What follows belongs to an exercise in optimizing a design on an open flow for small area, a short achievable clock period and few clock cycles; a production flow would make more cautious choices. Where RTL was checked, it was by simulation tests only, not by an equivalence proof against the original. Function not checked in runs 3 and 4: the RTL went through the layout flow alone. No activity file was given, so power comes from the tool's default toggle rates.

[flow/flow/run.sh]
#!/bin/bash
# The standard layout (the standard.sh: ORFS synthesis through finish), with two knobs
# changed: ports are buffered with buf_4 instead of the cell buffer_ports picks by default, and
# repair_timing aims for a setup slack of 10.6 ns at the design's 15 ns clock.
# Each run's full output goes to flow_make.log in the work folder.
set -euo pipefail
bash standard.sh SETUP_SLACK_MARGIN=10.6 "BUFFER_PORTS_ARGS=-buffer_cell sky130_fd_sc_hd__buf_4" finish > flow_make.log 2>&1
[flow/standard.sh]
#!/bin/bash
# synth_recipe.tcl (not shown) runs the flow's synth.tcl, then flattens the netlist and writes it again
# the make line also repeats each setting of config.mk as NAME=value (left out here)
make -C /OpenROAD-flow-scripts/flow DESIGN_CONFIG=/design/flow/config.mk WORK_HOME=/design/flow/orfs CLKGATE_MAP_FILE= SYNTH_SCRIPT=/design/flow/synth_recipe.tcl "${@:-finish}"
[flow/config.mk]
export PLATFORM = sky130hd
export DESIGN_NAME = gap_fc_top
export DESIGN_NICKNAME = gap_fc_top
export VERILOG_FILES = /design/flow/design.v
export SDC_FILE = /design/flow/constraint.sdc
export NUM_CORES = 4
export LEC_CHECK = 0
export CAP_MARGIN = 50
export CORE_MARGIN = 2
export CORE_UTILIZATION = 40
export CTS_CLUSTER_DIAMETER = 120
export CTS_CLUSTER_SIZE = 22
export SLEW_MARGIN = 70
[flow/constraint.sdc]
create_clock -name core_clock -period 15.0 [get_ports {clk}]
set_input_delay 3.0000 -clock core_clock [delete_from_list [all_inputs] [get_ports {clk}]]
set_output_delay 3.0000 -clock core_clock [all_outputs]
set_load 0.01 [all_outputs]
[flow/design.v]
    function automatic logic [7:0] shift_clamp(input logic [47:0] p, input logic [4:0] s);
        logic [38:0] a0;
        logic [22:0] a1;
        logic [14:0] a2;
        logic [10:0] a3;
        logic [8:0]  a4;
        logic [7:0]  a5;
        logic [39:0] d;
        logic [39:0] mask;
        logic        sat;
        a0 = p[38:0];
        a1 = s[4] ? a0[38:16] : a0[22:0];
        a2 = s[3] ? a1[22:8]  : a1[14:0];
        a3 = s[2] ? a2[14:4]  : a2[10:0];
        a4 = s[1] ? a3[10:2]  : a3[8:0];
        a5 = s[0] ? a4[8:1]   : a4[7:0];
        d    = p[46:7] ^ {40{p[47]}};
        mask = {40{1'b1}} << s;
        sat  = |(d & mask);
        shift_clamp = sat ? {p[47], {7{!p[47]}}} : a5;
    endfunction
`timescale 1ns/1ps
module param_regs (
    input  logic               clk,
    input  logic               rst_n,
    input  logic               param_wr_en,
    input  logic [1:0]         param_wr_sel,
    input  logic [7:0]         param_wr_addr,
    input  logic [31:0]        param_wr_data,
    input  logic [1:0]         w_o,
    input  logic [2:0]         w_c,
    output logic signed [7:0]  w_byte,
    input  logic [1:0]         f_o,
    output logic [31:0]        f_bias,
    output logic [15:0]        f_m,
    input  logic [1:0]         r_o,
    output logic [4:0]         f_s,
    output logic               f_v,
    output logic [15:0]        g_m,
    output logic [4:0]         g_s,
    output logic               g_v
);
    logic [7:0]  w_mem [0:31];
    logic [31:0] b_mem [0:3];
    logic [15:0] m_mem [0:3];
    logic [4:0]  s_mem [0:3];
    logic [15:0] gm_q;
    logic [4:0]  gs_q;
    logic [7:0]  wv;
    logic [3:0]  bv;
    logic [3:0]  rv;
    logic        gv;
    logic w_ok, o_ok;
    assign w_ok = param_wr_addr < 8'd8;
    assign o_ok = param_wr_addr < 8'd4;
    always_ff @(posedge clk) begin
        if (param_wr_en) begin
            case (param_wr_sel)
                2'd0: if (w_ok) for (int l = 0; l < 4; l++) w_mem[{param_wr_addr[2:0], 2'(l)}] <= param_wr_data[8*l +: 8];
                2'd1: if (o_ok) begin
                    m_mem[param_wr_addr[1:0]] <= param_wr_data[15:0];
                    s_mem[param_wr_addr[1:0]] <= param_wr_data[20:16];
                end
                2'd2: if (o_ok) b_mem[param_wr_addr[1:0]] <= param_wr_data;
                default: begin
                    gm_q <= param_wr_data[15:0];
                    gs_q <= param_wr_data[20:16];
                end
            endcase
        end
    end
    always_ff @(posedge clk or negedge rst_n) begin
        if (!rst_n) begin
            wv <= '0;
            bv <= '0;
            rv <= '0;
            gv <= 1'b0;
        end else if (param_wr_en) begin
            case (param_wr_sel)
                2'd0: if (w_ok) wv[param_wr_addr[2:0]] <= 1'b1;
                2'd1: if (o_ok) rv[param_wr_addr[1:0]] <= 1'b1;
                2'd2: if (o_ok) bv[param_wr_addr[1:0]] <= 1'b1;
                default: gv <= 1'b1;
            endcase
        end
    end
    assign w_byte = wv[{w_o, w_c[2]}] ? w_mem[{w_o, w_c}] : 8'd0;
    assign f_bias = bv[f_o] ? b_mem[f_o] : 32'd0;
    assign f_m    = m_mem[f_o];
    assign f_s    = s_mem[r_o];
    assign f_v    = rv[r_o];
    assign g_m    = gm_q;
    assign g_s    = gs_q;
    assign g_v    = gv;
endmodule
`timescale 1ns/1ps
module gap_pool (
    input  logic              clk,
    input  logic              rst_n,
    input  logic              start,
    input  logic [15:0]       pix_count,
    input  logic [15:0]       fm_base,
    output logic              busy,
    output logic              fm_rd_en,
    output logic [15:0]       fm_rd_addr,
    input  logic signed [7:0] fm_rd_data,
    output logic              h_valid,
    output logic [23:0]       h_data,
    input  logic              h_take
);
    logic        rd_active;
    logic        rd_en;
    logic        busy_q;
    logic [15:0] addr;
    logic [15:0] pix_q;
    logic        pix1_q;
    logic [15:0] cnt;
    logic        last_q;
    logic        lastimg_q;
    logic        first_q;
    logic [2:0]  ch;
    logic [1:0]  occ;
    logic accept, issue_cont, ch_end, img_end, want_start, credit_ok, start_ok;
    logic [15:0] n_cnt;
    logic        n_last;
    logic [2:0]  n_ch;
    logic n_active, n_rd_en, n_lastimg;
    assign busy       = busy_q;
    assign accept     = start && !busy;
    assign issue_cont = rd_en && !last_q;
    assign ch_end     = rd_en && last_q;
    assign img_end    = rd_en && lastimg_q;
    assign want_start = (ch_end && !lastimg_q) || (img_end && accept) ||
                        (rd_active && !rd_en) || (!rd_active && accept);
    assign credit_ok  = (occ != 2'd2) || h_take;
    assign start_ok   = want_start && credit_ok;
    assign fm_rd_en   = rd_en;
    assign fm_rd_addr = addr;
    always_comb begin
        n_cnt  = cnt;
        n_last = last_q;
        n_ch   = ch;
        if (accept) begin
            n_cnt  = pix_count;
            n_last = pix_count == 16'd1;
            n_ch   = 3'd0;
        end else if (rd_en) begin
            if (last_q) begin
                n_cnt  = pix_q;
                n_last = pix1_q;
                n_ch   = ch + 3'd1;
            end else begin
                n_cnt  = cnt - 16'd1;
                n_last = cnt == 16'd2;
            end
        end
    end
    always_ff @(posedge clk) begin
        if (accept) begin
            pix_q  <= pix_count;
            pix1_q <= pix_count == 16'd1;
            addr   <= fm_base;
        end else if (rd_en) begin
            addr <= addr + 16'd1;
        end
        cnt       <= n_cnt;
        last_q    <= n_last;
        ch        <= n_ch;
        lastimg_q <= n_lastimg;
    end
    assign n_lastimg = n_last && (n_ch == 3'd7);
    assign n_active  = rd_active ? !(img_end && !accept) : accept;
    assign n_rd_en   = issue_cont || start_ok;
    always_ff @(posedge clk or negedge rst_n) begin
        if (!rst_n) begin
            rd_active <= 1'b0;
            rd_en     <= 1'b0;
            busy_q    <= 1'b0;
            first_q   <= 1'b0;
            occ       <= 2'd0;
        end else begin
            rd_active <= n_active;
            rd_en     <= n_rd_en;
            busy_q    <= n_active && !(n_rd_en && n_lastimg);
            first_q   <= start_ok;
            occ       <= occ + {1'b0, start_ok} - {1'b0, h_take};
        end
    end
    logic        p1_v, p1_f, p1_l;
    logic        p2_v, p2_f, p2_l;
    logic [7:0]  din;
    logic [23:0] sum;
    logic [23:0] add;
    logic        sfull;
    logic        fin, h_free;
    assign add    = (p2_f ? 24'd0 : sum) + {{16{din[7]}}, din};
    assign fin    = p2_v && p2_l;
    assign h_free = !h_valid || h_take;
    always_ff @(posedge clk) begin
        din <= fm_rd_data;
        p1_f <= first_q;
        p1_l <= last_q;
        p2_f <= p1_f;
        p2_l <= p1_l;
        if (p2_v) sum <= add;
        if (fin && h_free) h_data <= add;
        else if (sfull && h_free) h_data <= sum;
    end
    always_ff @(posedge clk or negedge rst_n) begin
        if (!rst_n) begin
            p1_v    <= 1'b0;
            p2_v    <= 1'b0;
            sfull   <= 1'b0;
            h_valid <= 1'b0;
        end else begin
            p1_v <= rd_en;
            p2_v <= p1_v;
            if ((fin || sfull) && h_free) begin
                h_valid <= 1'b1;
                sfull   <= 1'b0;
            end else begin
                if (h_take) h_valid <= 1'b0;
                if (fin) sfull <= 1'b1;
            end
        end
    end
endmodule
`timescale 1ns/1ps
module fc_layer (
    input  logic               clk,
    input  logic               rst_n,
    input  logic               h_valid,
    input  logic [23:0]        h_data,
    output logic               h_take,
    output logic [1:0]         w_o,
    output logic [2:0]         w_c,
    input  logic signed [7:0]  w_byte,
    output logic [1:0]         f_o,
    input  logic [31:0]        f_bias,
    input  logic [15:0]        f_m,
    output logic [1:0]         r_o,
    input  logic [4:0]         f_s,
    input  logic               f_v,
    input  logic [15:0]        g_m,
    input  logic [4:0]         g_s,
    input  logic               g_v,
    output logic               res_valid,
    output logic [1:0]         res_idx,
    output logic signed [7:0]  res_data,
    output logic               done
);
    function automatic logic [7:0] shift_clamp(input logic [47:0] p, input logic [4:0] s);
        logic [38:0] a0;
        logic [22:0] a1;
        logic [14:0] a2;
        logic [10:0] a3;
        logic [8:0]  a4;
        logic [7:0]  a5;
        logic [39:0] d;
        logic [39:0] mask;
        logic        sat;
        a0 = p[38:0];
        a1 = s[4] ? a0[38:16] : a0[22:0];
        a2 = s[3] ? a1[22:8]  : a1[14:0];
        a3 = s[2] ? a2[14:4]  : a2[10:0];
        a4 = s[1] ? a3[10:2]  : a3[8:0];
        a5 = s[0] ? a4[8:1]   : a4[7:0];
        d    = p[46:7] ^ {40{p[47]}};
        mask = {40{1'b1}} << s;
        sat  = |(d & mask);
        shift_clamp = sat ? {p[47], {7{!p[47]}}} : a5;
    endfunction
    logic [3:0]  gcnt;         
    logic [1:0]  fcnt;         
    logic        e_busy;
    logic [1:0]  e_step;
    logic        can_load, ld_gap, ld_fc, load;
    logic        ld_pre, ld_g;
    logic        pre;          
    logic        fc_ok;
    logic        a_v, a_first, a_last;
    assign can_load = !e_busy || (e_step == 2'd3);
    assign ld_gap   = can_load && !gcnt[3] && h_valid;
    logic [3:0]  fin;          
    assign fc_ok    = fin[fcnt];
    assign ld_fc    = can_load && gcnt[3] && fc_ok;
    assign ld_pre   = can_load && gcnt[3] && !fc_ok && !pre && h_valid;
    assign ld_g     = ld_gap || ld_pre;
    assign load     = ld_g || ld_fc;
    assign h_take   = ld_g;
    assign f_o      = fcnt;
    always_ff @(posedge clk or negedge rst_n) begin
        if (!rst_n) begin
            gcnt   <= '0;
            fcnt   <= '0;
            pre    <= 1'b0;
            e_busy <= 1'b0;
            e_step <= '0;
        end else begin
            if (load) begin
                e_busy <= 1'b1;
                e_step <= 2'd0;
            end else if (e_busy) begin
                e_step <= e_step + 2'd1;
                if (e_step == 2'd3) e_busy <= 1'b0;
            end
            if (ld_gap) gcnt <= gcnt + 4'd1;
            if (ld_pre) pre <= 1'b1;
            if (ld_fc) begin
                fcnt <= fcnt + 2'd1;
                if (fcnt == 2'd3) begin
                    gcnt <= {3'd0, pre};
                    pre  <= 1'b0;
                end
            end
        end
    end
    function automatic logic [2:0] bdec(input logic [2:0] m);
        case (m)
            3'b001, 3'b010: bdec = 3'b001;
            3'b011:         bdec = 3'b010;
            3'b100:         bdec = 3'b110;
            3'b101, 3'b110: bdec = 3'b101;
            default:        bdec = 3'b000;
        endcase
    endfunction
    logic [31:0] x;
    logic [16:0] mr;
    logic [5:0]  ctl;          
    logic [31:0] r;
    logic [15:0] l;
    logic        e_gap;
    logic        e_pre;
    logic [1:0]  e_o;
    logic [15:0] m_new;
    logic signed [18:0] s_sel;
    logic [32:0] mag0, mag1;
    logic [35:0] pp0, pp1;
    logic [35:0] t;
    logic [35:0] rin;
    logic [35:0] cs_s, cs_c;
    logic [36:0] t_ci;
    logic        e_first;
    assign m_new = ld_g ? g_m : f_m;
    assign mag0  = ({33{ctl[0]}} & {x[31], x}) | ({33{ctl[1]}} & {x, 1'b0});
    assign mag1  = ({33{ctl[3]}} & {x[31], x}) | ({33{ctl[4]}} & {x, 1'b0});
    assign pp0   = {{3{mag0[32]}}, mag0} ^ {36{ctl[2]}};
    assign pp1   = ({{1{mag1[32]}}, mag1, 2'b00} ^ {{34{ctl[5]}}, 2'b00}) | {34'd0, ctl[5], ctl[5]};
    assign rin   = e_first ? 36'd0 : {{4{r[31]}}, r};
    assign cs_s  = rin ^ pp0 ^ pp1;
    assign cs_c  = {(rin[34:0] & pp0[34:0]) | (rin[34:0] & pp1[34:0]) | (pp0[34:0] & pp1[34:0]), ctl[5]};
    assign t_ci  = {cs_s, 1'b1} + {cs_c, ctl[2]};
    assign t     = t_ci[36:1];
    always_ff @(posedge clk) begin
        if (load) begin
            x     <= ld_g ? {{8{h_data[23]}}, h_data} : f_bias + {{13{s_sel[18]}}, s_sel};
            mr    <= {m_new, 1'b0};
            ctl   <= {bdec(m_new[3:1]), bdec({m_new[1:0], 1'b0})};
            e_gap <= ld_g;
            e_pre <= ld_pre;
            e_o   <= fcnt;
        end else begin
            mr  <= {4'd0, mr[16:4]};
            ctl <= {bdec(mr[8:6]), bdec(mr[6:4])};
        end
        r <= t[35:4];
        l <= {t[3:0], l[15:4]};
    end
    always_ff @(posedge clk or negedge rst_n) begin
        if (!rst_n) e_first <= 1'b0;
        else        e_first <= load;
    end
    logic        w_v;
    logic        w_gap;
    logic        w_pre;
    logic        pv_hold;      
    logic [1:0]  w_oo;
    logic [4:0]  w_s;
    logic        w_ok;
    logic [7:0]  y;
    assign r_o  = w_oo;
    assign w_s  = w_gap ? g_s : f_s;
    assign w_ok = w_gap ? g_v : f_v;
    assign y    = w_ok ? shift_clamp({r, l}, w_s) : 8'd0;
    always_ff @(posedge clk) begin
        if (e_busy && e_step == 2'd3) begin
            w_gap <= e_gap;
            w_pre <= e_pre;
            w_oo  <= e_o;
        end
    end
    always_ff @(posedge clk or negedge rst_n) begin
        if (!rst_n) w_v <= 1'b0;
        else        w_v <= e_busy && (e_step == 2'd3);
    end
    logic signed [7:0]  pooled;
    logic signed [7:0]  w_q;
    logic [18:0] ps_q, pc_q;
    logic [18:0] bp [0:3];
    logic [18:0] nb;
    logic [18:0] c1s, c1c, c2s, c2c, c3s, c3c;
    logic [18:0] a_s, a_x, a_y;
    logic [18:0] acc_in;
    always_comb begin
        logic [2:0] d;
        logic [8:0] m;
        for (int k = 0; k < 4; k++) begin
            d = (k == 0) ? {w_q[1:0], 1'b0} : w_q[2*k+1 -: 3];
            case (d)
                3'b001, 3'b010, 3'b101, 3'b110: m = {pooled[7], pooled};
                3'b011, 3'b100:                 m = {pooled, 1'b0};
                default:                        m = 9'd0;
            endcase
            if (d[2] && !(d[1] && d[0])) m = ~m;
            bp[k] = {{10{m[8]}}, m} << (2 * k);
            nb[2*k]   = d[2] && !(d[1] && d[0]);
            nb[2*k+1] = 1'b0;
        end
        nb[18:8] = '0;
        c1s = bp[0] ^ bp[1] ^ bp[2];
        c1c = {(bp[0][17:0] & bp[1][17:0]) | (bp[0][17:0] & bp[2][17:0]) | (bp[1][17:0] & bp[2][17:0]), 1'b0};
        c2s = c1s ^ c1c ^ bp[3];
        c2c = {(c1s[17:0] & c1c[17:0]) | (c1s[17:0] & bp[3][17:0]) | (c1c[17:0] & bp[3][17:0]), 1'b0};
        c3s = c2s ^ c2c ^ nb;
        c3c = {(c2s[17:0] & c2c[17:0]) | (c2s[17:0] & nb[17:0]) | (c2c[17:0] & nb[17:0]), 1'b0};
    end
    logic [18:0] q [0:3];
    logic [1:0]  ph;
    logic [1:0]  sidx;         
    logic [2:0]  m_c;
    logic        f_busy;
    logic [1:0]  f_n;
    logic        f_go;
    logic        p_v, p_first, p_last;
    assign a_s    = (a_v && a_first) ? 19'd0 : q[0];
    assign a_x    = a_s ^ ps_q ^ pc_q;
    assign a_y    = {(a_s[17:0] & ps_q[17:0]) | (a_s[17:0] & pc_q[17:0]) | (ps_q[17:0] & pc_q[17:0]), 1'b0};
    assign acc_in = a_x + a_y;
    logic [1:0]  f_cnt;
    logic        f_start;
    assign f_start = (w_v && w_gap && !(w_pre && pre)) || (pv_hold && !pre);
    assign f_go    = f_start || f_busy;
    assign f_cnt  = f_busy ? f_n : 2'd0;
    assign w_o    = ph + 2'd2;
    assign w_c    = m_c;
    assign s_sel  = q[sidx];
    always_ff @(posedge clk) begin
        if (w_v && w_gap) pooled <= y;
        w_q     <= w_byte;
        p_first <= m_c == 3'd0;
        p_last  <= m_c == 3'd7;
        ps_q    <= p_v ? c3s : 19'd0;
        pc_q    <= p_v ? c3c : 19'd0;
        a_first <= p_first;
        a_last  <= p_last;
        q[0]    <= q[1];
        q[1]    <= q[2];
        q[2]    <= q[3];
        q[3]    <= acc_in;
    end
    always_ff @(posedge clk or negedge rst_n) begin
        if (!rst_n) begin
            ph      <= '0;
            sidx    <= '0;
            fin     <= '0;
            f_busy  <= 1'b0;
            pv_hold <= 1'b0;
            f_n     <= '0;
            m_c     <= '0;
            p_v     <= 1'b0;
            a_v     <= 1'b0;
        end else begin
            ph      <= ph + 2'd1;
            sidx    <= sidx - 2'd1 + {1'b0, ld_fc};
            if (a_v && a_last) fin[ph] <= 1'b1;
            if (ld_fc && fcnt == 2'd3) fin <= '0;
            f_busy  <= f_go && (f_cnt != 2'd3);
            if (w_v && w_gap && w_pre && pre) pv_hold <= 1'b1;
            else if (!pre)                    pv_hold <= 1'b0;
            f_n     <= f_cnt + 2'd1;
            if (f_go && f_cnt == 2'd3) m_c <= m_c + 3'd1;
            p_v <= f_go;
            a_v <= p_v;
        end
    end
    always_ff @(posedge clk) begin
        res_idx  <= w_oo;
        res_data <= y;
    end
    always_ff @(posedge clk or negedge rst_n) begin
        if (!rst_n) begin
            res_valid <= 1'b0;
            done      <= 1'b0;
        end else begin
            res_valid <= w_v && !w_gap;
            done      <= w_v && !w_gap && (w_oo == 2'd3);
        end
    end
endmodule
`timescale 1ns/1ps
module gap_fc_top (
    input  logic              clk,
    input  logic              rst_n,
    input  logic              start,
    input  logic [15:0]       pix_count,
    input  logic [15:0]       fm_base,
    output logic              busy,
    output logic              done,
    output logic              fm_rd_en,
    output logic [15:0]       fm_rd_addr,
    input  logic signed [7:0] fm_rd_data,
    input  logic              param_wr_en,
    input  logic [1:0]        param_wr_sel,
    input  logic [7:0]        param_wr_addr,
    input  logic [31:0]       param_wr_data,
    output logic              res_valid,
    output logic [1:0]        res_idx,
    output logic signed [7:0] res_data
);
    logic               h_valid;
    logic [23:0]        h_data;
    logic               h_take;
    logic [1:0]         w_o;
    logic [2:0]         w_c;
    logic signed [7:0]  w_byte;
    logic [1:0]         f_o;
    logic [31:0]        f_bias;
    logic [15:0]        f_m;
    logic [1:0]         r_o;
    logic [4:0]         f_s;
    logic               f_v;
    logic [15:0]        g_m;
    logic [4:0]         g_s;
    logic               g_v;
    param_regs u_params (
        .clk(clk), .rst_n(rst_n),
        .param_wr_en(param_wr_en), .param_wr_sel(param_wr_sel),
        .param_wr_addr(param_wr_addr), .param_wr_data(param_wr_data),
        .w_o(w_o), .w_c(w_c), .w_byte(w_byte),
        .f_o(f_o), .f_bias(f_bias), .f_m(f_m), .r_o(r_o), .f_s(f_s), .f_v(f_v),
        .g_m(g_m), .g_s(g_s), .g_v(g_v)
    );
    gap_pool u_pool (
        .clk(clk), .rst_n(rst_n),
        .start(start), .pix_count(pix_count), .fm_base(fm_base), .busy(busy),
        .fm_rd_en(fm_rd_en), .fm_rd_addr(fm_rd_addr), .fm_rd_data(fm_rd_data),
        .h_valid(h_valid), .h_data(h_data), .h_take(h_take)
    );
    fc_layer u_fc (
        .clk(clk), .rst_n(rst_n),
        .h_valid(h_valid), .h_data(h_data), .h_take(h_take),
        .w_o(w_o), .w_c(w_c), .w_byte(w_byte),
        .f_o(f_o), .f_bias(f_bias), .f_m(f_m), .r_o(r_o), .f_s(f_s), .f_v(f_v),
        .g_m(g_m), .g_s(g_s), .g_v(g_v),
        .res_valid(res_valid), .res_idx(res_idx), .res_data(res_data), .done(done)
    );
endmodule
==> flow_results.xml, run 1 <==
<?xml version="1.0" encoding="UTF-8"?>
<metrics>
  <group name="timing">
    <metric name="period_needed" unit="ns">4.37</metric>
    <metric name="final_setup_skew" unit="ns">0.0524</metric>
    <metric name="setup-violations-final" unit="">0</metric>
    <metric name="max_freq" unit="MHz">229</metric>
    <metric name="timing.final.max_slew_violations" unit="">0</metric>
    <metric name="max-slew-margin-rel" unit="">0.692</metric>
    <metric name="grt_setup_unrepaired" unit="">yes</metric>
    <metric name="setup-tns-final" unit="ns">0</metric>
    <metric name="final.period_utilization" unit="">0.292</metric>
    <metric name="worst_pin_slew" unit="ns">0.463</metric>
    <metric name="number_of_endpoints_with_negative_hold_slack_in_the_final_report" unit="">0</metric>
  </group>
  <group name="floorplan">
    <metric name="core_area" unit="mm2">0.107</metric>
    <metric name="fp.dieH" unit="um">333</metric>
    <metric name="initial_utilization" unit="">0.404</metric>
    <metric name="chipWidth" unit="um">333</metric>
    <metric name="floorplan.rows" unit="">120</metric>
    <metric name="dieArea" unit="mm2">0.111</metric>
    <metric name="io-pin-count" unit="">116</metric>
  </group>
  <group name="clocking">
    <metric name="cts_hold_buffers" unit="">0</metric>
    <metric name="clockBufferDepth" unit="">3</metric>
    <metric name="cts_root_buffer" unit="">sky130_fd_sc_hd__clkbuf_16</metric>
    <metric name="cts_buffers" unit="">47</metric>
    <metric name="tritoncts" unit="">built</metric>
    <metric name="cts_max_level" unit="">2</metric>
    <metric name="clock_sinks" unit="">906</metric>
    <metric name="clkLatencyLatePin" unit="ns">0.65</metric>
    <metric name="clkSlewWorstSetupHoldPaths" unit="ns">0.09</metric>
  </group>
  <group name="yosys">
    <metric name="yosys_register_bits" unit="">906</metric>
    <metric name="yosysUniqueCellTypes" unit="">85</metric>
    <metric name="post_synth_inst_count" unit="">3318</metric>
    <metric name="yosys.area.top_type" unit="">sky130_fd_sc_hd__edfxtp_1</metric>
    <metric name="synth-main-ff-cell" unit="">sky130_fd_sc_hd__edfxtp_1</metric>
    <metric name="syn_area_per_cell" unit="um2">13.1</metric>
    <metric name="total_number_of_yosys_warnings" unit="">5</metric>
    <metric name="synth_top_cell_area_share" unit="">0.439</metric>
    <metric name="asyncSetResetFlopFracSynth" unit="">0.0640</metric>
    <metric name="seq_area_frac_synth" unit="">0.571</metric>
    <metric name="syn-num-nets" unit="">3636</metric>
    <metric name="synth-edff-count" unit="">634</metric>
    <metric name="ranking_of_synthesized_cells_by_area" unit="">sky130_fd_sc_hd__edfxtp_1, sky130_fd_sc_hd__dfxtp_1, sky130_fd_sc_hd__mux4_2, sky130_fd_sc_hd__ha_1, sky130_fd_sc_hd__fa_1</metric>
    <metric name="syn_area" unit="mm2">0.0434</metric>
  </group>
  <group name="min_path">
    <metric name="hold_path_class" unit="">reg -&gt; reg</metric>
    <metric name="timing.hold.worst_path_depth" unit="">0</metric>
    <metric name="worst_hold_startpoint" unit="">u_fc.p_first</metric>
    <metric name="holdPathEnd" unit="">u_fc.a_first</metric>
  </group>
  <group name="critical_path">
    <metric name="arrival" unit="ns">4.75</metric>
    <metric name="critical_path.endpoint_type" unit="">register</metric>
    <metric name="startpoint_type" unit="">input pin</metric>
    <metric name="worst-path-max-fanout" unit="">11</metric>
    <metric name="timing_worst_setup_path_type" unit="">in -&gt; reg</metric>
    <metric name="critical_path_required" unit="ns">15.37</metric>
    <metric name="timing.reg2reg.setup_slack" unit="ns">10.74</metric>
    <metric name="critical_path.reg2reg.startpoint" unit="">u_fc.ctl[2]</metric>
    <metric name="reg2reg_depth" unit="">16</metric>
    <metric name="timing.rr.end" unit="">u_fc.r[28]</metric>
  </group>
  <group name="place">
    <metric name="post-dp-hpwl" unit="um">71100</metric>
    <metric name="gp_routability_congestion" unit="">0.866</metric>
    <metric name="port_buffers" unit="">115</metric>
    <metric name="dpl-instance-area" unit="mm2">0.0467</metric>
  </group>
  <group name="routing">
    <metric name="detail_route.wl_per_cell" unit="um">20.9</metric>
    <metric name="drcViolationCount" unit="">0</metric>
    <metric name="ant_nets" unit="">0</metric>
    <metric name="vias_per_cell" unit="">5.36</metric>
    <metric name="num_vias" unit="">26200</metric>
    <metric name="totalWireLength" unit="um">102000</metric>
    <metric name="drt-pass1-iter-count" unit="">8</metric>
    <metric name="drt_iter0_markers" unit="">2034</metric>
  </group>
  <group name="pwr">
    <metric name="power.net_switching" unit="uW">3940</metric>
    <metric name="p_per_area" unit="mW/mm2">204</metric>
    <metric name="finalPower" unit="uW">10000</metric>
    <metric name="sequential_share_of_power" unit="">0.355</metric>
    <metric name="power.internal" unit="uW">6080</metric>
    <metric name="share_clk_of_total_power" unit="">0.144</metric>
    <metric name="power_frac_comb" unit="">0.501</metric>
    <metric name="switching_share" unit="">0.393</metric>
    <metric name="peakVddDrop" unit="uV">178</metric>
    <metric name="p_leak" unit="uW">0.0183</metric>
  </group>
  <group name="flow_run">
    <metric name="cap_violations" unit="">0</metric>
  </group>
  <group name="final_layout">
    <metric name="post_route_cells_drive_above_1_share" unit="">0.171</metric>
    <metric name="final_area" unit="mm2">0.0490</metric>
    <metric name="synthToLayoutAreaGrowth" unit="%">12.9</metric>
    <metric name="layout.nets" unit="">3772</metric>
  </group>
  <group name="global_route">
    <metric name="global_route.overflow_total" unit="">0</metric>
    <metric name="antenna_violations_before_repair" unit="">2</metric>
    <metric name="number_of_global_route_vias_before_repair" unit="">25700</metric>
    <metric name="grt_start_max_net_pins" unit="">78</metric>
    <metric name="grt_use_total" unit="">0.181</metric>
    <metric name="grt_pass1_wl" unit="um">156000</metric>
  </group>
  <group name="outcome">
    <metric name="run_status" unit="">finished clean</metric>
  </group>
</metrics>
[state kept, by name (all words and copies together), names as in the netlist, 8 cells and up, named ones only]
signal	flops
u_fc.q	76
u_pool.sum	24
u_pool.pix_q	16
u_params.wv	8
u_fc.pc_q	14
u_fc.x	32
u_fc.pooled	8
u_params.b_mem	128
u_fc.res_data	8
u_params.gm_q	16
u_params.m_mem	64
u_fc.w_q	8
u_fc.mr	13
u_pool.addr	16
u_params.w_mem	256
u_fc.l	16
u_params.s_mem	20
u_fc.r	32
u_pool.cnt	16
u_fc.ps_q	16
u_pool.din	8
u_pool.h_data	24
[stage by stage]
step                      hold WS [ns]  utilization  setup slack (ns)  instances
after floorplan                  0.310            -              9.82       3318
after global placement           0.312        0.427              9.55       4722
after detailed placement         0.313        0.435              9.50       4770
after CTS                        0.334        0.452             10.60       4876
after global routing             0.337        0.456             10.58       4896
final                            0.333        0.456             10.63       4897
[layer usage]
metal	share of wire	GRT usage	routed length, um	vias to the layer above
li1	-	-	-	12400
met1	0.46	0.255	46600	13200
met2	0.49	0.304	49700	544
met3	0.036	0.0170	3660	106
met4	0.023	0.0407	2330	0
met5	0	0	0	-
[placed cells by master (no fill, tap or decap), types with 46 or more instances in the layout]
cell,instances
sky130_fd_sc_hd__ha_1,151
sky130_fd_sc_hd__clkbuf_16,49
sky130_fd_sc_hd__nand3_1,49
sky130_fd_sc_hd__a21oi_1,144
sky130_fd_sc_hd__edfxtp_1,634
sky130_fd_sc_hd__nand2_1,327
sky130_fd_sc_hd__dfxtp_1,200
sky130_fd_sc_hd__xnor2_1,125
sky130_fd_sc_hd__nor2b_1,85
sky130_fd_sc_hd__buf_4,160
sky130_fd_sc_hd__fa_1,73
sky130_fd_sc_hd__o21ai_0,126
sky130_fd_sc_hd__a22oi_1,73
sky130_fd_sc_hd__and2_1,46
sky130_fd_sc_hd__xor2_1,118
sky130_fd_sc_hd__a21o_1,49
sky130_fd_sc_hd__inv_1,158
sky130_fd_sc_hd__nor2_1,123
sky130_fd_sc_hd__mux4_2,155
sky130_fd_sc_hd__dfrtp_1,50
[power by group through the flow]
stage          sequential (uW)  combinational [uW]  clock, uW
6_report                  3560                5020       1440
5_1_grt                   3610                5620       1560
4_1_cts                   3560                4850       1480
3_5_place_dp              3630                4730          0
3_3_place_gp              3670                4540          0
2_1_floorplan             3440                3660          0
[cells in the mapped netlist (all sizes together) (9+ instances only)]
master / count
a211oi: 17
a21o: 49
a21oi: 157
a221oi: 10
a22oi: 78
a31oi: 27
and2: 56
and3: 20
buf: 47
clkbuf: 95
dfrtp: 58
dfxtp: 214
edfxtp: 634
fa: 73
ha: 159
inv: 165
mux2: 17
mux2i: 30
mux4: 155
nand2: 330
nand2b: 44
nand3: 50
nand4: 13
nor2: 134
nor2b: 85
nor3: 32
nor4: 10
o211ai: 11
o21a: 10
o21ai: 131
o21bai: 14
o22ai: 11
o31ai: 9
or2: 13
or3: 14
xnor2: 128
xor2: 119
[worst max-delay path: stages]
cell	delay (ns)
sky130_fd_sc_hd__buf_4	0.12
sky130_fd_sc_hd__nor4_4	0.24
sky130_fd_sc_hd__nand3b_1	0.09
sky130_fd_sc_hd__buf_4	0.16
sky130_fd_sc_hd__or3_4	0.37
sky130_fd_sc_hd__inv_6	0.10
sky130_fd_sc_hd__nand2_4	0.10
sky130_fd_sc_hd__nor2_4	0.16
sky130_fd_sc_hd__buf_8	0.13
sky130_fd_sc_hd__buf_12	0.13
sky130_fd_sc_hd__buf_12	0.13
[worst max-delay path by stage]
stage                                start                    end  cells after the start
after floorplan           param_wr_addr[6]   u_params.w_mem[0][0]                      6
after global placement    param_wr_addr[6]  u_params.w_mem[12][2]                      7
after detailed placement  param_wr_addr[6]   u_params.w_mem[9][6]                     10
after CTS                      u_fc.ctl[5]             u_fc.r[28]                     16
after global routing            u_fc.x[11]             u_fc.r[30]                     15
final                     param_wr_addr[6]  u_params.w_mem[13][0]                     11
[cells by family after synthesis]
logic type      after synthesis  share of synthesized area
simple gates                830                     0.0922
buf+inv                     308                     0.0273
flops                       906                      0.571
fa+ha+maj                   234                     0.0800
mux                         202                     0.0919
compound gates              591                     0.0879
xor+xnor                    247                     0.0499
[area by class of cell]
class	instances	area (um2)
antenna	1	2.50
sequential	906	24800
multi-input combinational	2104	18100
timing repair buffer	229	2270
fill	9542	58400
tap	1403	1760
clock inverter	8	118
inverter	166	641
clock buffer	80	1300
[timing repair]
| action | 4_1_cts | 5_1_grt |
|---|---|---|
| pin swaps | 8 | 10 |
| cloned | 0 | 2 |
| buffers inserted | 18 | 15 |
| setup endpoints to repair | 258 | 109 |
| gates resized for setup | 37 | 44 |
Testbench counts, summed over its fixed seeds: cycles 25,244.
==> run 2: changes to the inputs <==
--- a/flow/config.mk
+++ b/flow/config.mk
@@ -6,8 +6,8 @@
 export NUM_CORES = 4
 export LEC_CHECK = 0
-export CAP_MARGIN = 50
+export CAP_MARGIN = 35
 export CORE_MARGIN = 2
 export CORE_UTILIZATION = 40
 export CTS_CLUSTER_DIAMETER = 120
 export CTS_CLUSTER_SIZE = 22
-export SLEW_MARGIN = 70
+export SLEW_MARGIN = 50
==> run 2 against run 1 <==
Synthesized cell count unchanged; utilization down 0.81 points; die area unchanged; via count down 0.53%; fmax up 0.41%; worst hold slack about the same; final cell count down 0.74%; area after synthesis unchanged; clock skew down 0.0048 ns; sequential share of layout area up 0.87 points; register-to-register slack worse by 0.02 ns; critical path type unchanged.
==> flow_results.xml, run 2 <==
<?xml version="1.0" encoding="UTF-8"?>
<metrics>
  <group name="min_path">
    <metric name="timing.hold.worst_path_depth" unit="">0</metric>
    <metric name="holdPathEnd" unit="">u_fc.a_first</metric>
    <metric name="hold_path_class" unit="">reg -&gt; reg</metric>
    <metric name="worst_hold_startpoint" unit="">u_fc.p_first</metric>
  </group>
  <group name="floorplan">
    <metric name="dieArea" unit="mm2">0.111</metric>
    <metric name="chipWidth" unit="um">333</metric>
    <metric name="floorplan.rows" unit="">120</metric>
    <metric name="core_area" unit="mm2">0.107</metric>
    <metric name="io-pin-count" unit="">116</metric>
    <metric name="fp.dieH" unit="um">333</metric>
    <metric name="initial_utilization" unit="">0.404</metric>
  </group>
  <group name="yosys">
    <metric name="total_number_of_yosys_warnings" unit="">5</metric>
    <metric name="post_synth_inst_count" unit="">3318</metric>
    <metric name="synth_most_common_cell" unit="">sky130_fd_sc_hd__edfxtp_1</metric>
    <metric name="asyncSetResetFlopFracSynth" unit="">0.0640</metric>
    <metric name="yosys_register_bits" unit="">906</metric>
    <metric name="ranking_of_synthesized_cells_by_area" unit="">sky130_fd_sc_hd__edfxtp_1, sky130_fd_sc_hd__dfxtp_1, sky130_fd_sc_hd__mux4_2, sky130_fd_sc_hd__ha_1, sky130_fd_sc_hd__fa_1</metric>
    <metric name="synth-main-ff-cell" unit="">sky130_fd_sc_hd__edfxtp_1</metric>
    <metric name="syn_area_per_cell" unit="um2">13.1</metric>
    <metric name="post_synth_most_frequent_cells" unit="">sky130_fd_sc_hd__edfxtp_1, sky130_fd_sc_hd__nand2_1, sky130_fd_sc_hd__dfxtp_1</metric>
    <metric name="yosys.area.top_type" unit="">sky130_fd_sc_hd__edfxtp_1</metric>
    <metric name="synth-edff-count" unit="">634</metric>
    <metric name="syn_area" unit="mm2">0.0434</metric>
    <metric name="syn-num-nets" unit="">3636</metric>
    <metric name="seq_area_frac_synth" unit="">0.571</metric>
    <metric name="synth_top_cell_area_share" unit="">0.439</metric>
    <metric name="yosysUniqueCellTypes" unit="">85</metric>
  </group>
  <group name="critical_path">
    <metric name="path_common_cell" unit="">sky130_fd_sc_hd__buf_4</metric>
    <metric name="timing_worst_setup_path_type" unit="">in -&gt; reg</metric>
    <metric name="timing.reg2reg.setup_slack" unit="ns">10.72</metric>
    <metric name="path_buf_inv" unit="">4</metric>
    <metric name="reg2reg_depth" unit="">16</metric>
    <metric name="timing.critical_path.slowest_stage_cell" unit="">sky130_fd_sc_hd__or3_4</metric>
    <metric name="startpoint_type" unit="">input pin</metric>
    <metric name="critical_path.max_stage_delay" unit="ns">0.37</metric>
    <metric name="timing.rr.end" unit="">u_fc.r[28]</metric>
    <metric name="crit_family" unit="">simple AND/OR/NAND/NOR gates</metric>
    <metric name="critical_path_required" unit="ns">15.33</metric>
    <metric name="arrival" unit="ns">4.69</metric>
    <metric name="critical_path.endpoint_type" unit="">register</metric>
    <metric name="critical_path.reg2reg.startpoint" unit="">u_fc.ctl[3]</metric>
    <metric name="crit_path_cell_trace" unit="">buf_4 -&gt; nor4_4 -&gt; nand3b_1 -&gt; buf_4 -&gt; or3_4 -&gt; inv_6 -&gt; nand2_8 -&gt; nor3_4 -&gt; buf_8</metric>
    <metric name="worst-path-max-fanout" unit="">33</metric>
  </group>
  <group name="routing">
    <metric name="vias_per_cell" unit="">5.37</metric>
    <metric name="drt_iter0_markers" unit="">1871</metric>
    <metric name="ant_nets" unit="">0</metric>
    <metric name="totalWireLength" unit="um">102000</metric>
    <metric name="num_vias" unit="">26100</metric>
    <metric name="detail_route.wl_per_cell" unit="um">21.1</metric>
    <metric name="drcViolationCount" unit="">0</metric>
    <metric name="drt-pass1-iter-count" unit="">5</metric>
  </group>
  <group name="final_layout">
    <metric name="final_cell_mix" unit="">sky130_fd_sc_hd__edfxtp_1, sky130_fd_sc_hd__nand2_1, sky130_fd_sc_hd__dfxtp_1, sky130_fd_sc_hd__inv_1, sky130_fd_sc_hd__buf_4</metric>
    <metric name="filler_cell_count" unit="">9621</metric>
    <metric name="post_route_cells_drive_above_1_share" unit="">0.150</metric>
    <metric name="synthToLayoutAreaGrowth" unit="%">10.9</metric>
    <metric name="leading_cell_type_in_the_layout_fill_and_taps_excluded" unit="">sky130_fd_sc_hd__edfxtp_1</metric>
    <metric name="max_ffs_per_register" unit="">256</metric>
    <metric name="layout.nets" unit="">3736</metric>
  </group>
  <group name="timing">
    <metric name="timing.final.max_slew_violations" unit="">0</metric>
    <metric name="final_setup_skew" unit="ns">0.0476</metric>
    <metric name="grt_setup_unrepaired" unit="">yes</metric>
    <metric name="max-slew-margin-rel" unit="">0.547</metric>
    <metric name="worst_pin_slew" unit="ns">0.669</metric>
    <metric name="period_needed" unit="ns">4.36</metric>
    <metric name="final.period_utilization" unit="">0.290</metric>
    <metric name="setup-violations-final" unit="">0</metric>
    <metric name="setup-tns-final" unit="ns">0</metric>
    <metric name="max_freq" unit="MHz">230</metric>
    <metric name="number_of_endpoints_with_negative_hold_slack_in_the_final_report" unit="">0</metric>
  </group>
  <group name="pwr">
    <metric name="p_leak" unit="uW">0.0180</metric>
    <metric name="p_per_area" unit="mW/mm2">204</metric>
    <metric name="peakVddDrop" unit="uV">169</metric>
    <metric name="finalPower" unit="uW">9820</metric>
  </group>
  <group name="global_route">
    <metric name="antenna_violations_before_repair" unit="">1</metric>
    <metric name="global_route.overflow_total" unit="">0</metric>
    <metric name="number_of_global_route_vias_before_repair" unit="">25700</metric>
    <metric name="grt_start_max_net_pins" unit="">78</metric>
    <metric name="grt_pass1_wl" unit="um">157000</metric>
    <metric name="grt_use_total" unit="">0.182</metric>
  </group>
  <group name="clocking">
    <metric name="cts_hold_buffers" unit="">0</metric>
    <metric name="clockBufferDepth" unit="">3</metric>
    <metric name="clock_sinks" unit="">906</metric>
    <metric name="tritoncts" unit="">built</metric>
    <metric name="cts_buffers" unit="">47</metric>
    <metric name="cts_root_buffer" unit="">sky130_fd_sc_hd__clkbuf_16</metric>
    <metric name="cts_max_level" unit="">2</metric>
    <metric name="clkSlewWorstSetupHoldPaths" unit="ns">0.08</metric>
    <metric name="clkLatencyLatePin" unit="ns">0.65</metric>
  </group>
  <group name="outcome">
    <metric name="run_status" unit="">finished clean</metric>
  </group>
  <group name="place">
    <metric name="post-dp-hpwl" unit="um">69700</metric>
    <metric name="port_buffers" unit="">115</metric>
    <metric name="gp_routability_congestion" unit="">0.866</metric>
  </group>
  <group name="flow_run">
    <metric name="cap_violations" unit="">0</metric>
  </group>
</metrics>
-- run 2: layout make-up --
class                   count  area [um2]  share of cell area
flip-flops and latches    906       24800               0.516
multi-input cells        2106       17800               0.370
well taps                1403        1760              0.0365
repair buffers            191        1720              0.0356
clock buffers              82        1330              0.0276
inverters                 166         634              0.0132
clock inverters             6        83.8             0.00174
diodes                      1        2.50           0.0000520
-- run 2: cell families (layout without fill, tap and decap cells) --
| group | Yosys count | after routing | share of synthesized area |
|---|---|---|---|
| other | 0 | 1 | 0 |
| buffers and inverters | 308 | 445 | 0.0273 |
| multiplexers | 202 | 202 | 0.0919 |
| XOR/XNOR | 247 | 247 | 0.0499 |
| flip-flops | 906 | 906 | 0.571 |
| AO/OA/AOI/OAI | 591 | 591 | 0.0879 |
| AND/OR/NAND/NOR | 830 | 832 | 0.0922 |
| adder cells (fa/ha/maj) | 234 | 234 | 0.0800 |
-- run 2: worst max-delay path by stage --
stage,slack (ns),end,cells past startpoint,startpoint
after floorplan,9.82,u_params.w_mem[0][0],6,param_wr_addr[6]
after global placement,9.55,u_params.w_mem[12][2],7,param_wr_addr[6]
after detailed placement,9.62,u_params.w_mem[31][1],9,param_wr_addr[6]
after CTS,10.60,u_params.w_mem[23][0],10,param_wr_addr[6]
after global routing,10.56,u_fc.r[30],15,u_fc.x[8]
final,10.64,u_params.w_mem[0][0],9,param_wr_addr[6]
-- run 2: stage by stage --
step           hold WS (ns)  std cells  area (um2)   util  setup WS, ns
5_1_grt               0.338       4860       48100  0.448         10.56
6_report              0.334       4861       48100  0.448         10.64
4_1_cts               0.334       4849       47800  0.445         10.60
2_1_floorplan         0.310       3318       43500      -          9.82
3_3_place_gp          0.312       4722       45800  0.427          9.55
3_5_place_dp          0.313       4734       46100  0.429          9.62
-- run 2: power by group --
group / total [uW] / internal [uW] / switching, uW
combinational: 4830 / 2150 / 2680
sequential: 3570 / 3190 / 379
clock: 1420 / 615 / 805
total: 9820 / 5960 / 3860
-- run 2: timing repair --
item / CTS / global route
gates resized for setup: 19 / 35
setup endpoints to repair: 455 / 150
endpoints found under the hold margin: 0 / 0
pin swaps: 9 / 3
cloned: 2 / 2
setup buffers: 25 / 9
-- run 2: layer usage --
metal / vias up / global-route usage / routed length [um]
li1: 12400 / - / -
met4: 0 / 0.0415 / 2230
met1: 13100 / 0.256 / 46500
met3: 96 / 0.0163 / 3660
met2: 580 / 0.308 / 50100
met5: - / 0 / 0
==> run 3: changes to the inputs <==
--- a/flow/design.v
+++ b/flow/design.v
@@ -396,4 +396,5 @@
     logic signed [7:0]  pooled;
     logic signed [7:0]  w_q;
+    logic [2:0]  p_c;          
     logic [18:0] ps_q, pc_q;
     logic [18:0] bp [0:3];
@@ -432,5 +433,5 @@
     logic [1:0]  f_n;
     logic        f_go;
-    logic        p_v, p_first, p_last;
+    logic        p_v;
     assign a_s    = (a_v && a_first) ? 19'd0 : q[0];
     assign a_x    = a_s ^ ps_q ^ pc_q;
@@ -442,16 +443,15 @@
     assign f_go    = f_start || f_busy;
     assign f_cnt  = f_busy ? f_n : 2'd0;
-    assign w_o    = ph + 2'd2;
-    assign w_c    = m_c;
+    assign w_o    = ph + 2'd1;
+    assign w_c    = p_c;
+    assign w_q    = w_byte;
     assign s_sel  = q[sidx];
     always_ff @(posedge clk) begin
         if (w_v && w_gap) pooled <= y;
-        w_q     <= w_byte;
-        p_first <= m_c == 3'd0;
-        p_last  <= m_c == 3'd7;
+        p_c     <= m_c;
         ps_q    <= p_v ? c3s : 19'd0;
         pc_q    <= p_v ? c3c : 19'd0;
-        a_first <= p_first;
-        a_last  <= p_last;
+        a_first <= p_c == 3'd0;
+        a_last  <= p_c == 3'd7;
         q[0]    <= q[1];
         q[1]    <= q[2];
--- a/flow/config.mk
+++ b/flow/config.mk
@@ -6,8 +6,8 @@
 export NUM_CORES = 4
 export LEC_CHECK = 0
-export CAP_MARGIN = 35
+export CAP_MARGIN = 50
 export CORE_MARGIN = 2
 export CORE_UTILIZATION = 40
 export CTS_CLUSTER_DIAMETER = 120
 export CTS_CLUSTER_SIZE = 22
-export SLEW_MARGIN = 50
+export SLEW_MARGIN = 70
==> run 3 against run 2 <==
Still clean on timing, DRC and antenna; global-route usage up 0.41 points; clock-buffer cell count up 1; sequential share of layout area down 2.3 points; final cell count up 1.6%; die area down 0.35%; utilization up 1.9 points; combinational power up 17%.
==> flow_results.xml, run 3 <==
<?xml version="1.0" encoding="UTF-8"?>
<metrics>
  <group name="critical_path">
    <metric name="critical_path_required" unit="ns">15.38</metric>
    <metric name="timing_worst_setup_path_type" unit="">in -&gt; reg</metric>
    <metric name="startpoint_type" unit="">input pin</metric>
    <metric name="critical_path.endpoint_type" unit="">register</metric>
    <metric name="arrival" unit="ns">4.73</metric>
    <metric name="worst-path-max-fanout" unit="">8</metric>
  </group>
  <group name="place">
    <metric name="port_buffers" unit="">115</metric>
    <metric name="post-dp-hpwl" unit="um">73700</metric>
    <metric name="gp_routability_congestion" unit="">0.868</metric>
    <metric name="dpl-instance-area" unit="mm2">0.0469</metric>
  </group>
  <group name="floorplan">
    <metric name="initial_utilization" unit="">0.403</metric>
    <metric name="chipWidth" unit="um">333</metric>
    <metric name="dieArea" unit="mm2">0.111</metric>
    <metric name="core_area" unit="mm2">0.107</metric>
    <metric name="io-pin-count" unit="">116</metric>
    <metric name="floorplan.rows" unit="">120</metric>
    <metric name="fp.dieH" unit="um">333</metric>
  </group>
  <group name="yosys">
    <metric name="synth-main-ff-cell" unit="">sky130_fd_sc_hd__edfxtp_1</metric>
    <metric name="syn_area_per_cell" unit="um2">13.2</metric>
    <metric name="synth_most_common_cell" unit="">sky130_fd_sc_hd__edfxtp_1</metric>
    <metric name="synth_top_cell_area_share" unit="">0.440</metric>
    <metric name="total_number_of_yosys_warnings" unit="">5</metric>
    <metric name="synth-edff-count" unit="">634</metric>
    <metric name="post_synth_most_frequent_cells" unit="">sky130_fd_sc_hd__edfxtp_1, sky130_fd_sc_hd__nand2_1, sky130_fd_sc_hd__dfxtp_1</metric>
    <metric name="yosysUniqueCellTypes" unit="">90</metric>
    <metric name="yosys.area.top_type" unit="">sky130_fd_sc_hd__edfxtp_1</metric>
    <metric name="asyncSetResetFlopFracSynth" unit="">0.0645</metric>
    <metric name="syn_area" unit="mm2">0.0432</metric>
    <metric name="syn-num-nets" unit="">3582</metric>
    <metric name="post_synth_inst_count" unit="">3264</metric>
    <metric name="yosys_register_bits" unit="">899</metric>
    <metric name="ranking_of_synthesized_cells_by_area" unit="">sky130_fd_sc_hd__edfxtp_1, sky130_fd_sc_hd__dfxtp_1, sky130_fd_sc_hd__mux4_2, sky130_fd_sc_hd__ha_1, sky130_fd_sc_hd__fa_1</metric>
    <metric name="seq_area_frac_synth" unit="">0.570</metric>
  </group>
  <group name="clocking">
    <metric name="cts_hold_buffers" unit="">0</metric>
    <metric name="tritoncts" unit="">built</metric>
    <metric name="clkSlewWorstSetupHoldPaths" unit="ns">0.09</metric>
    <metric name="cts_root_buffer" unit="">sky130_fd_sc_hd__clkbuf_16</metric>
    <metric name="clkLatencyLatePin" unit="ns">0.67</metric>
    <metric name="clockBufferDepth" unit="">3</metric>
    <metric name="cts_max_level" unit="">2</metric>
    <metric name="clock_sinks" unit="">899</metric>
    <metric name="cts_buffers" unit="">47</metric>
  </group>
  <group name="pwr">
    <metric name="peakVddDrop" unit="uV">192</metric>
    <metric name="p_per_area" unit="mW/mm2">214</metric>
    <metric name="p_leak" unit="uW">0.0187</metric>
  </group>
  <group name="flow_run">
    <metric name="cap_violations" unit="">0</metric>
  </group>
  <group name="routing">
    <metric name="num_vias" unit="">26800</metric>
    <metric name="drt_iter0_markers" unit="">2324</metric>
    <metric name="drt-pass1-iter-count" unit="">8</metric>
    <metric name="ant_nets" unit="">0</metric>
    <metric name="detail_route.wl_per_cell" unit="um">21.6</metric>
    <metric name="vias_per_cell" unit="">5.43</metric>
    <metric name="totalWireLength" unit="um">107000</metric>
    <metric name="drcViolationCount" unit="">0</metric>
  </group>
  <group name="final_layout">
    <metric name="layout.nets" unit="">3817</metric>
    <metric name="leading_cell_type_in_the_layout_fill_and_taps_excluded" unit="">sky130_fd_sc_hd__edfxtp_1</metric>
    <metric name="post_route_cells_drive_above_1_share" unit="">0.196</metric>
    <metric name="synthToLayoutAreaGrowth" unit="%">15.8</metric>
    <metric name="max_ffs_per_register" unit="">256</metric>
    <metric name="final_cell_mix" unit="">sky130_fd_sc_hd__edfxtp_1, sky130_fd_sc_hd__nand2_1, sky130_fd_sc_hd__buf_4, sky130_fd_sc_hd__dfxtp_1, sky130_fd_sc_hd__xnor2_1</metric>
    <metric name="n_antenna_cell" unit="">0</metric>
    <metric name="final_area" unit="mm2">0.0501</metric>
    <metric name="filler_cell_count" unit="">9614</metric>
  </group>
  <group name="timing">
    <metric name="final.period_utilization" unit="">0.290</metric>
    <metric name="number_of_endpoints_with_negative_hold_slack_in_the_final_report" unit="">0</metric>
    <metric name="fin_hold_ws" unit="ns">0.332</metric>
    <metric name="worst_pin_slew" unit="ns">0.455</metric>
    <metric name="setup-tns-final" unit="ns">0</metric>
    <metric name="max-slew-margin-rel" unit="">0.695</metric>
    <metric name="grt_setup_unrepaired" unit="">yes</metric>
    <metric name="setup-violations-final" unit="">0</metric>
    <metric name="max_freq" unit="MHz">230</metric>
    <metric name="timing.final.max_slew_violations" unit="">0</metric>
    <metric name="period_needed" unit="ns">4.35</metric>
    <metric name="final_setup_skew" unit="ns">0.0322</metric>
  </group>
  <group name="global_route">
    <metric name="grt_start_max_net_pins" unit="">78</metric>
    <metric name="grt_use_total" unit="">0.186</metric>
    <metric name="antenna_violations_before_repair" unit="">3</metric>
    <metric name="global_route.overflow_total" unit="">0</metric>
    <metric name="number_of_global_route_vias_before_repair" unit="">26200</metric>
    <metric name="grt_pass1_wl" unit="um">160000</metric>
  </group>
  <group name="min_path">
    <metric name="hold_path_class" unit="">reg -&gt; reg</metric>
  </group>
  <group name="outcome">
    <metric name="run_status" unit="">finished clean</metric>
  </group>
</metrics>
## run 3: layout make-up
cell class	count	area, um2	share of cell area
clock buffers	83	1350	0.0270
clock inverters	5	75.1	0.00150
inverters	81	319	0.00637
multi-input cells	2131	18400	0.367
flip-flops and latches	899	24700	0.493
well taps	1403	1760	0.0350
repair buffers	339	3490	0.0697
## run 3: layer usage
metal / global-route usage / wire length (um) / part of all wire / vias up
met3: 0.0188 / 4340 / 0.041 / 123
met5: 0 / 0 / 0 / -
met4: 0.0513 / 2590 / 0.024 / 0
met1: 0.261 / 48500 / 0.46 / 13500
met2: 0.309 / 51200 / 0.48 / 575
li1: - / - / - / 12600
## run 3: worst max-delay path: stages
cell                       delay (ns)
sky130_fd_sc_hd__buf_4           0.12
sky130_fd_sc_hd__nor4_4          0.25
sky130_fd_sc_hd__nand3b_1        0.16
sky130_fd_sc_hd__or3_4           0.40
sky130_fd_sc_hd__inv_2           0.10
sky130_fd_sc_hd__nand2_4         0.10
sky130_fd_sc_hd__nor2_4          0.15
sky130_fd_sc_hd__buf_6           0.17
sky130_fd_sc_hd__buf_6           0.15
sky130_fd_sc_hd__buf_6           0.14
## run 3: final timing paths
kind | startpoint | endpoint | slack [ns] | cells past startpoint
max | param_wr_addr[6] | u_params.w_mem[14][6] | 10.65 | 10
min | u_pool.p1_l | u_pool.p2_l | 0.33 | 0
max reg2reg | u_fc.p_c[0] | u_fc.ps_q[14] | 10.71 | 17
min reg2reg | u_pool.p1_l | u_pool.p2_l | 0.33 | 0
max in group asynchronous | rst_n | u_pool.p2_v | 12.35 | 2
min in group asynchronous | rst_n | u_params.wv[1] | 2.15 | 1
## run 3: repair_timing
action | in CTS | in global routing
endpoints found under the setup margin | 144 | 151
pin swaps | 8 | 29
buffers inserted | 30 | 79
resized for setup | 46 | 87
cloned | 3 | 3
## run 3: power breakdown
group	internal (uW)	switching, uW	total [uW]
Combinational	2580	3090	5670
Sequential	3200	393	3590
Clock	626	807	1430
## run 3: cells by family after synthesis
kind of cell | share of synthesized area
flops | 0.570
buf+inv | 0.0225
mux | 0.0906
fa+ha+maj | 0.0798
xor+xnor | 0.0488
simple gates | 0.0880
compound gates | 0.101
## run 3: stage by stage
| stage | std cells | util | total power [uW] | worst slack (ns) |
|---|---|---|---|---|
| after global routing | 4941 | 0.467 | 11500 | 10.52 |
| after floorplan | 3264 | - | 7740 | 9.65 |
| after detailed placement | 4734 | 0.437 | 9080 | 9.41 |
| after global placement | 4660 | 0.426 | 8920 | 8.80 |
| after CTS | 4855 | 0.456 | 10600 | 10.56 |
| final | 4941 | 0.467 | 10700 | 10.65 |
==> run 4: changes to the inputs <==
--- a/flow/design.v
+++ b/flow/design.v
@@ -279,9 +279,8 @@
     logic        pre;          
     logic        fc_ok;
-    logic        a_v, a_first, a_last;
+    logic        xsum_ok;      
     assign can_load = !e_busy || (e_step == 2'd3);
     assign ld_gap   = can_load && !gcnt[3] && h_valid;
-    logic [3:0]  fin;          
-    assign fc_ok    = fin[fcnt];
+    assign fc_ok    = xsum_ok;
     assign ld_fc    = can_load && gcnt[3] && fc_ok;
     assign ld_pre   = can_load && gcnt[3] && !fc_ok && !pre && h_valid;
@@ -342,4 +341,5 @@
     logic [36:0] t_ci;
     logic        e_first;
+    logic [31:0] xsum_q;
     assign m_new = ld_g ? g_m : f_m;
     assign mag0  = ({33{ctl[0]}} & {x[31], x}) | ({33{ctl[1]}} & {x, 1'b0});
@@ -354,5 +354,5 @@
     always_ff @(posedge clk) begin
         if (load) begin
-            x     <= ld_g ? {{8{h_data[23]}}, h_data} : f_bias + {{13{s_sel[18]}}, s_sel};
+            x     <= ld_g ? {{8{h_data[23]}}, h_data} : xsum_q;
             mr    <= {m_new, 1'b0};
             ctl   <= {bdec(m_new[3:1]), bdec({m_new[1:0], 1'b0})};
@@ -366,4 +366,5 @@
         r <= t[35:4];
         l <= {t[3:0], l[15:4]};
+        xsum_q <= f_bias + {{13{s_sel[18]}}, s_sel};
     end
     always_ff @(posedge clk or negedge rst_n) begin
@@ -396,6 +397,4 @@
     logic signed [7:0]  pooled;
     logic signed [7:0]  w_q;
-    logic [2:0]  p_c;          
-    logic [18:0] ps_q, pc_q;
     logic [18:0] bp [0:3];
     logic [18:0] nb;
@@ -429,12 +428,16 @@
     logic [1:0]  ph;
     logic [1:0]  sidx;         
+    logic [3:0]  fin;          
     logic [2:0]  m_c;
     logic        f_busy;
     logic [1:0]  f_n;
     logic        f_go;
-    logic        p_v;
-    assign a_s    = (a_v && a_first) ? 19'd0 : q[0];
-    assign a_x    = a_s ^ ps_q ^ pc_q;
-    assign a_y    = {(a_s[17:0] & ps_q[17:0]) | (a_s[17:0] & pc_q[17:0]) | (ps_q[17:0] & pc_q[17:0]), 1'b0};
+    logic        p_v, p_first, p_last;
+    logic [18:0] g3s, g3c;
+    assign a_s    = (p_v && p_first) ? 19'd0 : q[0];
+    assign g3s    = p_v ? c3s : 19'd0;
+    assign g3c    = p_v ? c3c : 19'd0;
+    assign a_x    = a_s ^ g3s ^ g3c;
+    assign a_y    = {(a_s[17:0] & g3s[17:0]) | (a_s[17:0] & g3c[17:0]) | (g3s[17:0] & g3c[17:0]), 1'b0};
     assign acc_in = a_x + a_y;
     logic [1:0]  f_cnt;
@@ -444,14 +447,11 @@
     assign f_cnt  = f_busy ? f_n : 2'd0;
     assign w_o    = ph + 2'd1;
-    assign w_c    = p_c;
-    assign w_q    = w_byte;
+    assign w_c    = m_c;
     assign s_sel  = q[sidx];
     always_ff @(posedge clk) begin
         if (w_v && w_gap) pooled <= y;
-        p_c     <= m_c;
-        ps_q    <= p_v ? c3s : 19'd0;
-        pc_q    <= p_v ? c3c : 19'd0;
-        a_first <= p_c == 3'd0;
-        a_last  <= p_c == 3'd7;
+        w_q     <= w_byte;
+        p_first <= m_c == 3'd0;
+        p_last  <= m_c == 3'd7;
         q[0]    <= q[1];
         q[1]    <= q[2];
@@ -464,4 +464,5 @@
             sidx    <= '0;
             fin     <= '0;
+            xsum_ok <= 1'b0;
             f_busy  <= 1'b0;
             pv_hold <= 1'b0;
@@ -469,9 +470,9 @@
             m_c     <= '0;
             p_v     <= 1'b0;
-            a_v     <= 1'b0;
         end else begin
             ph      <= ph + 2'd1;
             sidx    <= sidx - 2'd1 + {1'b0, ld_fc};
-            if (a_v && a_last) fin[ph] <= 1'b1;
+            xsum_ok <= fin[fcnt] && !ld_fc;
+            if (p_v && p_last) fin[ph] <= 1'b1;
             if (ld_fc && fcnt == 2'd3) fin <= '0;
             f_busy  <= f_go && (f_cnt != 2'd3);
@@ -481,5 +482,4 @@
             if (f_go && f_cnt == 2'd3) m_c <= m_c + 3'd1;
             p_v <= f_go;
-            a_v <= p_v;
         end
     end
==> run 4 against run 3 <==
Still clean; area after synthesis up 1.0%; critical path type is now reg -> reg; largest power group unchanged; sequential power about the same; power down 1.7%; highest routed layer is now met5; wire length down 2.9%; clock power up 3%; worst hold slack better by 0.00073 ns; final area down 1.1%; global-route usage down 0.31 points.
==> flow_results.xml, run 4 <==
<?xml version="1.0" encoding="UTF-8"?>
<metrics>
  <group name="outcome">
    <metric name="run_status" unit="">finished clean</metric>
  </group>
  <group name="yosys">
    <metric name="total_number_of_yosys_warnings" unit="">5</metric>
    <metric name="syn-num-nets" unit="">3642</metric>
    <metric name="synth-main-ff-cell" unit="">sky130_fd_sc_hd__edfxtp_1</metric>
    <metric name="synth-edff-count" unit="">634</metric>
    <metric name="yosys_register_bits" unit="">906</metric>
    <metric name="compound_cell_area_share_of_the_yosys_netlist" unit="">0.0842</metric>
    <metric name="post_synth_most_frequent_cells" unit="">sky130_fd_sc_hd__edfxtp_1, sky130_fd_sc_hd__nand2_1, sky130_fd_sc_hd__dfxtp_1</metric>
    <metric name="synth_top_cell_area_share" unit="">0.436</metric>
    <metric name="post_synth_inst_count" unit="">3324</metric>
    <metric name="seq_area_frac_synth" unit="">0.567</metric>
    <metric name="xor_xnor_share_of_the_synthesized_area" unit="">0.0461</metric>
    <metric name="synthMuxAreaShare" unit="">0.104</metric>
    <metric name="asyncSetResetFlopFracSynth" unit="">0.0640</metric>
    <metric name="yosys.area.top_type" unit="">sky130_fd_sc_hd__edfxtp_1</metric>
    <metric name="combinational_family_with_the_most_area_after_synthesis" unit="">multiplexers</metric>
    <metric name="synth-adder-area-share" unit="">0.0790</metric>
    <metric name="syn_area" unit="mm2">0.0437</metric>
  </group>
  <group name="pwr">
    <metric name="power.net_switching" unit="uW">4250</metric>
    <metric name="share_clk_of_total_power" unit="">0.141</metric>
    <metric name="peakVddDrop" unit="uV">216</metric>
    <metric name="sequential_share_of_power" unit="">0.338</metric>
    <metric name="p_leak" unit="uW">0.0183</metric>
    <metric name="power.internal" unit="uW">6260</metric>
    <metric name="power_frac_comb" unit="">0.521</metric>
  </group>
  <group name="global_route">
    <metric name="global_route.overflow_total" unit="">0</metric>
    <metric name="grt_pass1_wl" unit="um">158000</metric>
    <metric name="number_of_global_route_vias_before_repair" unit="">25900</metric>
    <metric name="grt_start_max_net_pins" unit="">55</metric>
    <metric name="antenna_violations_before_repair" unit="">4</metric>
    <metric name="grt_use_total" unit="">0.183</metric>
  </group>
  <group name="critical_path">
    <metric name="startpoint_type" unit="">register</metric>
    <metric name="critical_path.endpoint_type" unit="">register</metric>
    <metric name="timing_worst_setup_path_type" unit="">reg -&gt; reg</metric>
    <metric name="critical_path_required" unit="ns">15.58</metric>
    <metric name="arrival" unit="ns">5.31</metric>
    <metric name="timing.reg2reg.setup_slack" unit="ns">10.27</metric>
  </group>
  <group name="routing">
    <metric name="detail_route.wl_per_cell" unit="um">21.0</metric>
    <metric name="totalWireLength" unit="um">104000</metric>
    <metric name="drt-pass1-iter-count" unit="">5</metric>
    <metric name="drt_iter0_markers" unit="">2221</metric>
  </group>
  <group name="timing">
    <metric name="final_setup_skew" unit="ns">0.0377</metric>
    <metric name="max_freq" unit="MHz">211</metric>
    <metric name="number_of_endpoints_with_negative_hold_slack_in_the_final_report" unit="">0</metric>
    <metric name="timing.final.max_slew_violations" unit="">0</metric>
    <metric name="setup-violations-final" unit="">0</metric>
    <metric name="max-slew-margin-rel" unit="">0.673</metric>
    <metric name="final.period_utilization" unit="">0.315</metric>
    <metric name="period_needed" unit="ns">4.73</metric>
    <metric name="worst_pin_slew" unit="ns">0.489</metric>
  </group>
  <group name="floorplan">
    <metric name="floorplan.rows" unit="">121</metric>
    <metric name="core_area" unit="mm2">0.109</metric>
    <metric name="chipWidth" unit="um">334</metric>
    <metric name="fp.dieH" unit="um">334</metric>
  </group>
  <group name="min_path">
    <metric name="hold_path_class" unit="">reg -&gt; reg</metric>
  </group>
  <group name="clocking">
    <metric name="cts_buffers" unit="">48</metric>
    <metric name="clockBufferDepth" unit="">3</metric>
    <metric name="clock_sinks" unit="">906</metric>
    <metric name="cts_root_buffer" unit="">sky130_fd_sc_hd__clkbuf_16</metric>
    <metric name="cts_max_level" unit="">2</metric>
    <metric name="clkSlewWorstSetupHoldPaths" unit="ns">0.10</metric>
    <metric name="tritoncts" unit="">built</metric>
    <metric name="cts_hold_buffers" unit="">0</metric>
  </group>
  <group name="final_layout">
    <metric name="final_cell_mix" unit="">sky130_fd_sc_hd__edfxtp_1, sky130_fd_sc_hd__nand2_1, sky130_fd_sc_hd__dfxtp_1, sky130_fd_sc_hd__nor2_1, sky130_fd_sc_hd__buf_4</metric>
    <metric name="post_route_cells_drive_above_1_share" unit="">0.186</metric>
    <metric name="final_area" unit="mm2">0.0495</metric>
    <metric name="n_antenna_cell" unit="">0</metric>
    <metric name="leading_cell_type_in_the_layout_fill_and_taps_excluded" unit="">sky130_fd_sc_hd__edfxtp_1</metric>
    <metric name="final_cell_count_no_fill" unit="">4931</metric>
  </group>
  <group name="place">
    <metric name="place_inst" unit="">4776</metric>
    <metric name="post-dp-hpwl" unit="um">70600</metric>
  </group>
</metrics>
-- run 4: cell types whose count changed after synthesis, sizes merged, moves of 28 or more --
cell   change
and2      -34
inv       +46
mux2i     -55
mux4      +42
nand2     +75
nor2      +37
o21ai     -28
-- run 4: power groups by stage --
| stage | registers, uW | clock network (uW) | logic [uW] |
|---|---|---|---|
| 5_1_grt | 3610 | 1610 | 6110 |
| 4_1_cts | 3560 | 1530 | 5450 |
| 3_3_place_gp | 3640 | 0 | 5180 |
| 6_report | 3560 | 1480 | 5480 |
| 2_1_floorplan | 3450 | 0 | 4160 |
| 3_5_place_dp | 3620 | 0 | 5410 |
-- run 4: final cells by class --
type,instances,area (um2)
clock buffer,84,1380
clock inverter,6,129
fill,9583,59000
inverter,125,475
multi-input combinational,2147,18500
sequential,906,24800
tap,1414,1770
timing repair buffer,249,2470
-- run 4: per-stage QoR --
step,setup slack (ns),hold WS [ns],power (uW)
2_1_floorplan,9.66,0.310,7610
3_3_place_gp,9.28,0.311,8820
3_5_place_dp,9.08,0.318,9020
4_1_cts,10.36,0.335,10500
5_1_grt,10.04,0.344,11300
6_report,10.27,0.333,10500
-- run 4: cell families (layout without fill, tap and decap cells) --
group,Yosys count,count (layout)
flops,906,906
fa+ha+maj,232,232
buf+inv,271,464
mux,248,248
xor+xnor,230,230
simple gates,871,871
compound gates,566,566
-- run 4: worst paths after layout --
check	from	to	cells after the start
max reg2reg	u_fc.w_q[3]	u_fc.q[3][18]	19
max in group asynchronous	rst_n	u_fc.m_c[1]	3
min	u_fc.q[2][16]	u_fc.q[1][16]	0
min in group asynchronous	rst_n	u_pool.rd_active	1
max	u_fc.w_q[3]	u_fc.q[3][18]	19
min reg2reg	u_fc.q[2][16]	u_fc.q[1][16]	0
-- run 4: timing repair --
action / 4_1_cts / 5_1_grt
hold endpoints to repair: 0 / 0
gates resized for setup: 61 / 26
setup endpoints to repair: 211 / 298
cloned: 2 / 6
pin swaps: 20 / 13
buffers inserted: 36 / 21
-- run 4: worst max-delay path, cell delays in order (launching register included) --
cell and delay, ns:
sky130_fd_sc_hd__dfxtp_4 0.42, sky130_fd_sc_hd__or3b_4 0.45, sky130_fd_sc_hd__nor2_4 0.10, sky130_fd_sc_hd__a211oi_2 0.05, sky130_fd_sc_hd__fa_1 0.46, sky130_fd_sc_hd__fa_1 0.49, sky130_fd_sc_hd__inv_1 0.05, sky130_fd_sc_hd__fa_1 0.50
sky130_fd_sc_hd__nand2_1 0.06, sky130_fd_sc_hd__fa_1 0.50, sky130_fd_sc_hd__inv_2 0.05, sky130_fd_sc_hd__ha_4 0.28, sky130_fd_sc_hd__nand2_1 0.05, sky130_fd_sc_hd__nand2_1 0.08, sky130_fd_sc_hd__a31oi_2 0.06, sky130_fd_sc_hd__o211ai_1 0.27
sky130_fd_sc_hd__nand2_1 0.16, sky130_fd_sc_hd__o311ai_2 0.34, sky130_fd_sc_hd__a21oi_1 0.13, sky130_fd_sc_hd__xnor2_1 0.13
-- run 4: per-layer routing --
metal / track usage / vias up / wire length (um)
met4: 0.0400 / 2 / 1950
met5: 0 / - / 13
met2: 0.303 / 591 / 49800
met3: 0.0195 / 115 / 4200
met1: 0.262 / 13500 / 47600
li1: - / 12600 / -

Check on run 4: ideal ports give 10.271 ns setup slack; a clkbuf_16 on the clock port and buf_2 on the inputs give 10.271 ns; moving port delays by the midpoint clock arrival (0.730 ns) as well gives 9.914 ns.
